From an optimization exercise on the open Yosys and OpenROAD flow, aimed at small area, a short achievable clock period and few clock cycles per item; shortcuts taken in it are not production practice.
The RTL was checked by simulation tests, not by an equivalence proof against the original design.

==> flow/design.v <==
`default_nettype none
package bch_pkg;
	localparam int GF_M      = 10;     
	localparam int CODE_N    = 1023;   
	localparam int BEAT_W    = 64;     
	localparam int BEATS     = 16;     
	localparam int CHIEN_PAR = 4;      
	localparam int T_MAX     = 2;      
	typedef logic [GF_M-1:0]            gf_t;    
	typedef logic [GF_M-1:0]            loc_t;   
	typedef logic [$clog2(T_MAX+1)-1:0] deg_t;   
	localparam loc_t END_LOC    = loc_t'(CODE_N);           
	localparam gf_t  GF_POLY_LO = gf_t'(10'b00_0000_1001);  
	function automatic gf_t gf_xtime(input gf_t a);
		gf_xtime = {a[GF_M-2:0], 1'b0} ^ (a[GF_M-1] ? GF_POLY_LO : gf_t'(0));
	endfunction
	function automatic gf_t gf_mul(input gf_t a, input gf_t b);
		gf_t acc;
		gf_t sh;
		acc = '0;
		sh  = a;
		for (int i = 0; i < GF_M; i++) begin
			if (b[i])
				acc = acc ^ sh;   
			sh = gf_xtime(sh);
		end
		gf_mul = acc;
	endfunction
	function automatic gf_t gf_alpha_pow(input int e);
		gf_t r;
		int  n;
		r = gf_t'(1);
		n = e % CODE_N;
		if (n < 0)
			n = n + CODE_N;
		for (int i = 0; i < n; i++)
			r = gf_xtime(r);
		gf_alpha_pow = r;
	endfunction
endpackage
`default_nettype wire
`default_nettype none
module bch_control (
	input  logic i_clk,
	input  logic i_arst_n,
	input  logic i_set,         
	input  logic i_word_done,   
	output logic o_ready,
	output logic o_beat_wen,
	output logic o_beat_first
);
	typedef enum logic [1:0] {
		ST_IDLE,
		ST_LOAD,
		ST_BUSY
	} state_t;
	state_t state;
	logic [$clog2(bch_pkg::BEATS)-1:0] beat_cnt;
	always_ff @(posedge i_clk or negedge i_arst_n) begin
		if (!i_arst_n) begin
			state    <= ST_IDLE;
			beat_cnt <= '0;
		end else begin
			case (state)
				ST_IDLE: begin
					if (i_set) begin   
						state    <= ST_LOAD;
						beat_cnt <= '0;
					end
				end
				ST_LOAD: begin
					beat_cnt <= beat_cnt + 1'b1;
					if (&beat_cnt)   
						state <= ST_BUSY;
				end
				ST_BUSY: begin
					if (i_word_done)
						state <= ST_IDLE;
				end
				default: state <= ST_IDLE;
			endcase
		end
	end
	assign o_ready      = (state == ST_IDLE);
	assign o_beat_wen   = (state == ST_LOAD);
	assign o_beat_first = (state == ST_LOAD) && (beat_cnt == '0);   
endmodule
`default_nettype wire
`default_nettype none
module syndrome (
	input  logic                       i_clk,
	input  logic                       i_arst_n,
	input  logic                       i_beat_wen,
	input  logic                       i_beat_first,
	input  logic [bch_pkg::BEAT_W-1:0] i_data,
	output bch_pkg::gf_t               o_s1,
	output bch_pkg::gf_t               o_s3,
	output logic                       o_valid
);
	logic [bch_pkg::BEAT_W-1:0]         data_q;   
	logic [bch_pkg::BEAT_W-1:0]         data_m;
	logic [$clog2(bch_pkg::BEATS)-1:0]  beat_cnt;
	logic [$clog2(bch_pkg::BEATS)-1:0]  beat_idx;
	logic                               last_beat;
	bch_pkg::gf_t                       term1 [bch_pkg::BEAT_W];
	bch_pkg::gf_t                       term3 [bch_pkg::BEAT_W];
	bch_pkg::gf_t                       sum1;
	bch_pkg::gf_t                       sum3;
	bch_pkg::gf_t                       pw1;       
	bch_pkg::gf_t                       pw3;       
	bch_pkg::gf_t                       pw1_cur;
	bch_pkg::gf_t                       pw3_cur;
	bch_pkg::gf_t                       s1_acc;
	bch_pkg::gf_t                       s3_acc;
	always_ff @(posedge i_clk) begin
		data_q <= i_data;
	end
	assign beat_idx  = i_beat_first ? '0 : beat_cnt;
	assign last_beat = &beat_idx;
	assign data_m    = last_beat ? {1'b0, data_q[bch_pkg::BEAT_W-2:0]} : data_q;   
	for (genvar j = 0; j < bch_pkg::BEAT_W; j++) begin : g_bit
		assign term1[j] = data_m[j] ? bch_pkg::gf_alpha_pow(j) : '0;
		assign term3[j] = data_m[j] ? bch_pkg::gf_alpha_pow(3 * j) : '0;
	end
	always_comb begin
		sum1 = '0;
		sum3 = '0;
		for (int j = 0; j < bch_pkg::BEAT_W; j++) begin
			sum1 = sum1 ^ term1[j];
			sum3 = sum3 ^ term3[j];
		end
	end
	assign pw1_cur = i_beat_first ? bch_pkg::gf_t'(1) : pw1;
	assign pw3_cur = i_beat_first ? bch_pkg::gf_t'(1) : pw3;
	always_ff @(posedge i_clk) begin
		if (i_beat_wen) begin
			s1_acc <= (i_beat_first ? '0 : s1_acc) ^ bch_pkg::gf_mul(sum1, pw1_cur);
			s3_acc <= (i_beat_first ? '0 : s3_acc) ^ bch_pkg::gf_mul(sum3, pw3_cur);
			pw1    <= bch_pkg::gf_mul(pw1_cur, bch_pkg::gf_alpha_pow(bch_pkg::BEAT_W));
			pw3    <= bch_pkg::gf_mul(pw3_cur, bch_pkg::gf_alpha_pow(3 * bch_pkg::BEAT_W));
		end
	end
	always_ff @(posedge i_clk or negedge i_arst_n) begin
		if (!i_arst_n) begin
			beat_cnt <= '0;
			o_valid  <= 1'b0;
		end else begin
			if (i_beat_wen)
				beat_cnt <= beat_idx + 1'b1;
			o_valid <= i_beat_wen && last_beat;   
		end
	end
	assign o_s1 = s1_acc;
	assign o_s3 = s3_acc;
endmodule
`default_nettype wire
`default_nettype none
module ibm (
	input  logic          i_clk,
	input  logic          i_arst_n,
	input  bch_pkg::gf_t  i_s1,
	input  bch_pkg::gf_t  i_s3,
	input  logic          i_valid,
	output bch_pkg::gf_t  o_lambda0,
	output bch_pkg::gf_t  o_lambda1,
	output bch_pkg::gf_t  o_lambda2,
	output bch_pkg::deg_t o_degree,
	output logic          o_ok,
	output logic          o_valid
);
	bch_pkg::gf_t  s1_sq_n;
	bch_pkg::gf_t  s1_q;
	bch_pkg::gf_t  s3_q;
	bch_pkg::gf_t  s1_sq;    
	bch_pkg::gf_t  s1_cu;    
	bch_pkg::gf_t  lam2_n;
	bch_pkg::deg_t degree_n;
	logic          s1_zero;
	logic          step1;
	assign s1_sq_n = bch_pkg::gf_mul(i_s1, i_s1);
	always_ff @(posedge i_clk) begin
		if (i_valid) begin
			s1_q  <= i_s1;
			s3_q  <= i_s3;
			s1_sq <= s1_sq_n;
			s1_cu <= bch_pkg::gf_mul(s1_sq_n, i_s1);
		end
	end
	assign lam2_n  = s3_q ^ s1_cu;
	assign s1_zero = (s1_q == '0);
	always_comb begin
		if (s1_zero && (s3_q == '0))
			degree_n = bch_pkg::deg_t'(0);   
		else if (!s1_zero && (lam2_n == '0))
			degree_n = bch_pkg::deg_t'(1);   
		else
			degree_n = bch_pkg::deg_t'(2);
	end
	always_ff @(posedge i_clk) begin
		if (step1) begin
			o_lambda0 <= s1_q;
			o_lambda1 <= s1_sq;
			o_lambda2 <= lam2_n;
			o_degree  <= degree_n;
			o_ok      <= !(s1_zero && (s3_q != '0));   
		end
	end
	always_ff @(posedge i_clk or negedge i_arst_n) begin
		if (!i_arst_n) begin
			step1   <= 1'b0;
			o_valid <= 1'b0;
		end else begin
			step1   <= i_valid;
			o_valid <= step1;
		end
	end
endmodule
`default_nettype wire
`default_nettype none
module chien_search (
	input  logic                          i_clk,
	input  logic                          i_arst_n,
	input  bch_pkg::gf_t                  i_lambda0,
	input  bch_pkg::gf_t                  i_lambda1,
	input  bch_pkg::gf_t                  i_lambda2,
	input  bch_pkg::deg_t                 i_degree,
	input  logic                          i_ok,
	input  logic                          i_valid,
	output logic                          o_root_hit,
	output logic [bch_pkg::CHIEN_PAR-1:0] o_root_mask,
	output bch_pkg::loc_t                 o_base_loc,
	output logic                          o_done,
	output logic                          o_ok
);
	logic [bch_pkg::GF_M-$clog2(bch_pkg::CHIEN_PAR)-1:0] cyc;   
	logic                          active;
	bch_pkg::gf_t                  t0;        
	bch_pkg::gf_t                  t1;        
	bch_pkg::gf_t                  t2;        
	bch_pkg::deg_t                 deg_q;
	logic                          ok_q;
	logic                          eval_en;
	logic [2:0]                    root_cnt;
	logic [2:0]                    hit_cnt;
	logic [bch_pkg::CHIEN_PAR-1:0] lane_hit;
	bch_pkg::gf_t                  lane_val [bch_pkg::CHIEN_PAR];
	assign o_base_loc = {cyc, {$clog2(bch_pkg::CHIEN_PAR){1'b0}}};
	assign eval_en    = active && ok_q && (deg_q != '0);   
	for (genvar i = 0; i < bch_pkg::CHIEN_PAR; i++) begin : g_lane
		assign lane_val[i] = t0
			^ bch_pkg::gf_mul(t1, bch_pkg::gf_alpha_pow(-i))
			^ bch_pkg::gf_mul(t2, bch_pkg::gf_alpha_pow(-2 * i));
		assign lane_hit[i] = eval_en && (lane_val[i] == '0)
			&& ((o_base_loc + bch_pkg::loc_t'(i)) != bch_pkg::END_LOC);   
	end
	assign hit_cnt     = 3'($countones(lane_hit));
	assign o_root_hit  = |lane_hit;
	assign o_root_mask = lane_hit;
	assign o_done      = active && (&cyc);
	assign o_ok        = ok_q && ((root_cnt + hit_cnt) == {1'b0, deg_q});
	always_ff @(posedge i_clk) begin
		if (i_valid) begin
			t0    <= i_lambda0;
			t1    <= i_lambda1;
			t2    <= i_lambda2;
			deg_q <= i_degree;
			ok_q  <= i_ok;
		end else if (active) begin
			t1 <= bch_pkg::gf_mul(t1, bch_pkg::gf_alpha_pow(-bch_pkg::CHIEN_PAR));
			t2 <= bch_pkg::gf_mul(t2, bch_pkg::gf_alpha_pow(-2 * bch_pkg::CHIEN_PAR));
		end
	end
	always_ff @(posedge i_clk or negedge i_arst_n) begin
		if (!i_arst_n) begin
			active   <= 1'b0;
			cyc      <= '0;
			root_cnt <= '0;
		end else if (i_valid) begin
			active   <= 1'b1;
			cyc      <= '0;
			root_cnt <= '0;
		end else if (active) begin
			cyc      <= cyc + 1'b1;
			root_cnt <= root_cnt + hit_cnt;
			if (&cyc)
				active <= 1'b0;   
		end
	end
endmodule
`default_nettype wire
`default_nettype none
module output_selector (
	input  logic                          i_clk,
	input  logic                          i_arst_n,
	input  logic                          i_root_hit,
	input  logic [bch_pkg::CHIEN_PAR-1:0] i_root_mask,
	input  bch_pkg::loc_t                 i_base_loc,
	input  logic                          i_done,
	input  logic                          i_ok,
	output bch_pkg::loc_t                 o_data,
	output logic                          o_finish,
	output logic                          o_word_done
);
	bch_pkg::loc_t loc_buf [bch_pkg::T_MAX];   
	bch_pkg::loc_t buf_n   [bch_pkg::T_MAX];
	logic [1:0]    wr_cnt;
	logic [1:0]    cnt_n;
	logic [1:0]    n_emit;     
	logic [1:0]    rd_idx;
	logic          emitting;
	always_comb begin
		for (int i = 0; i < bch_pkg::T_MAX; i++)
			buf_n[i] = loc_buf[i];
		cnt_n = wr_cnt;
		if (i_root_hit) begin
			for (int i = 0; i < bch_pkg::CHIEN_PAR; i++) begin
				if (i_root_mask[i] && (cnt_n != 2'(bch_pkg::T_MAX))) begin   
					buf_n[cnt_n[0]] = i_base_loc + bch_pkg::loc_t'(i);
					cnt_n           = cnt_n + 1'b1;
				end
			end
		end
	end
	always_ff @(posedge i_clk) begin
		for (int i = 0; i < bch_pkg::T_MAX; i++)
			loc_buf[i] <= buf_n[i];
	end
	assign o_finish    = emitting;
	assign o_data      = (rd_idx < n_emit) ? loc_buf[rd_idx[0]] : bch_pkg::END_LOC;
	assign o_word_done = emitting && (rd_idx == n_emit);
	always_ff @(posedge i_clk or negedge i_arst_n) begin
		if (!i_arst_n) begin
			wr_cnt   <= '0;
			n_emit   <= '0;
			rd_idx   <= '0;
			emitting <= 1'b0;
		end else begin
			wr_cnt <= o_word_done ? '0 : cnt_n;
			if (i_done) begin
				emitting <= 1'b1;
				rd_idx   <= '0;
				n_emit   <= i_ok ? cnt_n : '0;   
			end else if (o_word_done) begin
				emitting <= 1'b0;
			end else if (emitting) begin
				rd_idx <= rd_idx + 1'b1;
			end
		end
	end
endmodule
`default_nettype wire
`default_nettype none
module bch (
	input  logic                       i_clk,
	input  logic                       i_arst_n,
	input  logic                       i_set,     
	input  logic [bch_pkg::BEAT_W-1:0] i_data,    
	output logic                       o_ready,
	output logic                       o_finish,
	output bch_pkg::loc_t              o_data
);
	logic                          beat_wen;
	logic                          beat_first;
	logic                          word_done;
	bch_pkg::gf_t                  s1;
	bch_pkg::gf_t                  s3;
	logic                          syn_valid;
	bch_pkg::gf_t                  lambda0;
	bch_pkg::gf_t                  lambda1;
	bch_pkg::gf_t                  lambda2;
	bch_pkg::deg_t                 degree;
	logic                          loc_ok;
	logic                          loc_valid;
	logic                          root_hit;
	logic [bch_pkg::CHIEN_PAR-1:0] root_mask;
	bch_pkg::loc_t                 base_loc;
	logic                          search_done;
	logic                          search_ok;
	bch_control u_control (
		.i_clk(i_clk),                  
		.i_arst_n(i_arst_n),            
		.i_set(i_set),                  
		.i_word_done(word_done),        
		.o_ready(o_ready),              
		.o_beat_wen(beat_wen),          
		.o_beat_first(beat_first)       
	);
	syndrome u_syndrome (
		.i_clk(i_clk),
		.i_arst_n(i_arst_n),
		.i_beat_wen(beat_wen),
		.i_beat_first(beat_first),
		.i_data(i_data),                
		.o_s1(s1),                      
		.o_s3(s3),                      
		.o_valid(syn_valid)
	);
	ibm u_ibm (
		.i_clk(i_clk),
		.i_arst_n(i_arst_n),
		.i_s1(s1),
		.i_s3(s3),
		.i_valid(syn_valid),
		.o_lambda0(lambda0),            
		.o_lambda1(lambda1),            
		.o_lambda2(lambda2),            
		.o_degree(degree),              
		.o_ok(loc_ok),
		.o_valid(loc_valid)
	);
	chien_search u_chien_search (
		.i_clk(i_clk),
		.i_arst_n(i_arst_n),
		.i_lambda0(lambda0),
		.i_lambda1(lambda1),
		.i_lambda2(lambda2),
		.i_degree(degree),
		.i_ok(loc_ok),
		.i_valid(loc_valid),
		.o_root_hit(root_hit),
		.o_root_mask(root_mask),        
		.o_base_loc(base_loc),          
		.o_done(search_done),
		.o_ok(search_ok)
	);
	output_selector u_output_selector (
		.i_clk(i_clk),
		.i_arst_n(i_arst_n),
		.i_root_hit(root_hit),
		.i_root_mask(root_mask),
		.i_base_loc(base_loc),
		.i_done(search_done),
		.i_ok(search_ok),
		.o_data(o_data),                
		.o_finish(o_finish),
		.o_word_done(word_done)
	);
endmodule
`default_nettype wire
==> flow/config.mk <==
export PLATFORM = sky130hd
export DESIGN_NAME = bch
export DESIGN_NICKNAME = bch
export VERILOG_FILES = /design/flow/design.v
export SDC_FILE = /design/flow/constraint.sdc
export NUM_CORES = 4
export LEC_CHECK = 0
export CAP_MARGIN = 20
export CORE_MARGIN = 2
export CORE_UTILIZATION = 40
export SLEW_MARGIN = 20
==> flow/constraint.sdc <==
create_clock -name core_clock -period 6.5 [get_ports {i_clk}]
set_input_delay 1.3000 -clock core_clock [delete_from_list [all_inputs] [get_ports {i_clk}]]
set_output_delay 1.3000 -clock core_clock [all_outputs]
set_load 0.01 [all_outputs]
==> flow/run.sh <==
#!/bin/bash
# synth_recipe.tcl (not shown) runs the flow's synth.tcl, then flattens the netlist and writes it again
# the make line also repeats each setting of config.mk as NAME=value (left out here)
make -C /OpenROAD-flow-scripts/flow DESIGN_CONFIG=/design/flow/config.mk WORK_HOME=/design/flow/orfs CLKGATE_MAP_FILE= SYNTH_SCRIPT=/design/flow/synth_recipe.tcl finish
==> summary.md <==
After clock tree synthesis, the clock-pin slew on the worst setup and hold paths is 0.07 ns. The fraction of post-synthesis cell area in the top cell type by area works out to 26.24%. In this run the remaining antenna-violating nets after routing total 0.

Setup repair after global routing left no endpoint under its margin. The run finished with no timing, DRC or antenna violations. For this run, the post-layout net count is 1978.

In the synthesized netlist, the cells that appear most often are sky130_fd_sc_hd__xnor2_1 (420), sky130_fd_sc_hd__nand2_1 (257), sky130_fd_sc_hd__edfxtp_1 (166). In this run the vertical extent of the chip is 221.9 um. The count of synthesis-stage warnings from yosys was 10. The detailed-routing iteration count for the pre-antenna-repair pass came out at 5.

After detailed routing, the average wire length per cell comes to 18.41 um. The via density per instance works out to 5.135. The tools report the count of instances resized after the clock tree is built as 0. The run gives 1879 as the number of standard cells after synthesis.

Summed over all failing endpoints, the final setup total negative slack is 0 ns. For the placeable core region, the log shows 46750 sq um. Counting the fill cells in the layout gives 4401.

For this run, the leading register cell type out of synthesis is sky130_fd_sc_hd__edfxtp_1. The tools report the effective utilization at floorplan as 40.63%. The number of inserted diodes is 0.

STA puts the critical path data required time at 6.80 ns. The total overflow left after global routing is 0. 79 I/O pins were placed. The final count of pins violating max slew was 0.

The headroom to the max-slew limit was 30.76%; the post-synth net total was 1964. The routability congestion estimate from global placement is 0.9166. Input and output buffers added on the ports amount to 78. For the count of maximum capacitance violations, the log shows 0.

Yosys mapped a number of flops with a built-in enable equal to 166. The die covers 49260 sq um. Sequential fraction of the synthesis area: 37.20%.

The die width works out to 221.9 um. The count of hold buffers inserted by post-cts repair is 0, and the average instance area after synthesis is 10.11 sq um. The mapped netlist covers 19000 sq um. Maximum number of buffers from clock root to sink: 3. Counting flops and latches in the post-synthesis netlist gives 262. The most instantiated library cell after synthesis was sky130_fd_sc_hd__xnor2_1.

The H-tree depth is 1. The run gives 20270 sq um as the total cell area at the placement stage. The final instance area is 21180 sq um. TritonCTS built the clock tree. The worst hold path belongs to the class register to register. Dividing the final minimum period by the clock period gives 81.27%. The clock reaches the later pin of the worst-skew pair after 0.57 ns. STA classifies the critical path endpoint as a register. The tools report the number of setup violations in the final report as 0. The critical path start-end classification was register to register. In this run, CTS created clock tree buffers numbering 27.

The measured slew at the worst slew-check pin is 1.035 ns, and the final routed DRC violation total is 0. In the final layout, the share of cells above drive strength 1 is 6.844%. The synthesized design spends more area on one cell type than any other, namely sky130_fd_sc_hd__edfxtp_1. The number of placement rows is 79, and the largest clock skew in the final design is 0.02268 ns. The first global-routing pass estimated 73750 um of wire.

The number of setup buffers added after CTS came out at 0. The initial antenna violation count is 0. The kind of launch point of the worst setup path was a register.

The arrival time of the worst setup path is 5.59 ns, and the total number of vias is 12950. Along the worst path, the maximum fanout reaches 9. The via count of the first global-routing pass is 12760, and the number of DRC markers after the initial detailed-route iteration is 1008. In the global route stage, overall resource usage came out at 18.82%. The async set or reset register ratio after synthesis works out to 12.21%. After synthesis, the cell types taking the most area are sky130_fd_sc_hd__edfxtp_1 (26%), sky130_fd_sc_hd__xnor2_1 (19%), sky130_fd_sc_hd__xnor3_1 (8.2%). The HPWL reported at the end of detailed placement was 34000 um.

Cell at the root of the clock tree: sky130_fd_sc_hd__clkbuf_16. For this block, the routed nets add up to 46420 um of wire. Timing would allow up to 189.3 MHz.

The number of distinct library cells after synthesis is 76, and the number of endpoints with negative hold slack in the final report is 0. The relative area change from synthesis to final layout is 11.47%, and the maximum number of pins on one net before global-route repair is 66. CTS saw 262 sinks. The time the worst path needs with I/O delays and setup came out at 5.282 ns.
[worst max-delay path, stage by stage, from the launching register on]
cell and delay, ns:
sky130_fd_sc_hd__edfxtp_1 0.54, sky130_fd_sc_hd__xor2_1 0.23, sky130_fd_sc_hd__xnor2_1 0.22, sky130_fd_sc_hd__nand4_1 0.14, sky130_fd_sc_hd__nor4_2 0.63, sky130_fd_sc_hd__xnor2_1 0.21
sky130_fd_sc_hd__ha_1 0.25, sky130_fd_sc_hd__nor2_1 0.25, sky130_fd_sc_hd__xnor2_1 0.22, sky130_fd_sc_hd__inv_1 0.18, sky130_fd_sc_hd__ha_1 0.27, sky130_fd_sc_hd__nand4b_1 0.27
sky130_fd_sc_hd__nor2b_1 0.21, sky130_fd_sc_hd__a21oi_1 0.18, sky130_fd_sc_hd__ha_1 0.20, sky130_fd_sc_hd__inv_1 0.06, sky130_fd_sc_hd__nand2_1 0.09, sky130_fd_sc_hd__o21ai_1 0.11
sky130_fd_sc_hd__a21oi_2 0.41, sky130_fd_sc_hd__mux2_2 0.39
[stage by stage]
step | utilization, % | instances | hold WS (ns) | setup WS, ns
after CTS | 45.29 | 2521 | 0.4191 | 1.228
after global routing | 45.29 | 2521 | 0.4257 | 0.6238
after detailed placement | 43.36 | 2471 | 0.4045 | 1.241
after floorplan | - | 1879 | 0.4003 | 0.3570
after global placement | 43.35 | 2471 | 0.4043 | 1.439
final | 45.29 | 2521 | 0.4199 | 1.218
[final cells by class]
| class | count | area (sq um) | area share [%] |
|---|---|---|---|
| Multi-Input combinational cell | 1458 | 11330 | 53.50 |
| Sequential cell | 262 | 7067 | 33.37 |
| Timing Repair Buffer | 102 | 960.9 | 4.538 |
| Clock buffer | 43 | 848.3 | 4.006 |
| Tap cell | 607 | 759.5 | 3.586 |
| Inverter | 42 | 157.7 | 0.7445 |
| Clock inverter | 7 | 53.80 | 0.2541 |
[cells by family after synthesis]
| family | synth area share, % |
|---|---|
| compound gates | 6.685 |
| xor+xnor | 36.43 |
| fa+ha+maj | 1.370 |
| buf+inv | 3.273 |
| flops | 37.20 |
| mux | 2.970 |
| simple gates | 12.07 |
[flip-flops by register name, indices dropped and copies added (netlist names), 4 cells and up]
name / flops
u_ibm.s1_q: 10
u_ibm.o_lambda0: 10
u_ibm.s3_q: 10
u_chien_search.t1: 10
u_syndrome.beat_cnt: 4
u_ibm.s1_cu: 10
u_syndrome.s3_acc: 10
u_syndrome.data_q: 64
u_syndrome.s1_acc: 10
u_syndrome.pw3: 10
u_chien_search.t2: 10
u_output_selector.loc_buf: 20
u_ibm.s1_sq: 10
u_syndrome.pw1: 10
u_control.beat_cnt: 4
u_chien_search.cyc: 8
u_chien_search.t0: 10
u_ibm.o_lambda1: 10
u_ibm.o_lambda2: 10
[cells in the final DEF, fill, tap and decap left out, types with 13 or more instances in the layout]
cell	count
sky130_fd_sc_hd__xnor2_1	420
sky130_fd_sc_hd__nand2_1	256
sky130_fd_sc_hd__edfxtp_1	166
sky130_fd_sc_hd__xor2_1	146
sky130_fd_sc_hd__nor2_1	125
sky130_fd_sc_hd__clkdlybuf4s50_1	78
sky130_fd_sc_hd__xnor3_1	69
sky130_fd_sc_hd__dfxtp_1	64
sky130_fd_sc_hd__o21ai_0	59
sky130_fd_sc_hd__nand3_1	55
sky130_fd_sc_hd__a21oi_1	54
sky130_fd_sc_hd__inv_1	39
sky130_fd_sc_hd__mux2_2	35
sky130_fd_sc_hd__dfrtp_1	32
sky130_fd_sc_hd__clkbuf_16	29
sky130_fd_sc_hd__buf_4	24
sky130_fd_sc_hd__mux2i_1	17
sky130_fd_sc_hd__ha_1	16
sky130_fd_sc_hd__a22oi_1	14
sky130_fd_sc_hd__nand4_1	13
[per-layer routing]
metal	global-route usage, %	wire length (um)	vias up
met1	25.95	21340	6266
met3	2.465	2223	55
met5	0	0	-
met4	4.272	903	0
met2	31.52	21950	313
li1	-	-	6312
[path summary, 6_finish.rpt]
| kind | cells after the start | end | start | slack [ns] |
|---|---|---|---|---|
| worst min-delay path | 0 | u_chien_search.deg_q[0] | u_ibm.o_degree[0] | 0.42 |
| worst max-delay path | 19 | u_output_selector.loc_buf[1][9] | u_chien_search.t2[0] | 1.22 |
| worst min register to register | 0 | u_chien_search.deg_q[0] | u_ibm.o_degree[0] | 0.42 |
| min in group asynchronous | 2 | u_syndrome.o_valid | i_arst_n | 1.16 |
| max in group asynchronous | 2 | u_chien_search.root_cnt[0] | i_arst_n | 5.02 |
| worst max register to register | 19 | u_output_selector.loc_buf[1][9] | u_chien_search.t2[0] | 1.22 |
Testbench counts, summed over its fixed seeds: cycles 53,452, items 192.

## re-timing with driven ports
Ports are ideal in the flow. The routed layout listed here was re-timed in OpenROAD.
Step 1 assumes that a clkbuf_16 drives the clock port and a buf_2 every other input.
Step 2 also shifts input and output timing later by t, the mid clock arrival at the registers, as if the neighbouring blocks saw the same clock.
a / b / c = ideal / step 1 / step 2; a / b = the first two.
shift t [ns]: 0.615
setup slack, ns: 1.218 / 1.218 / 1.218
hold WS [ns]: 0.420 / 0.420 / 0.420
worst setup path at the end: register to register
clock arrival spread, ns: 0.028 / 0.029
After both steps this run still meets setup and hold. The setup slack of this run moves by 0.000 ns with the drivers and by 0.000 ns with both steps.
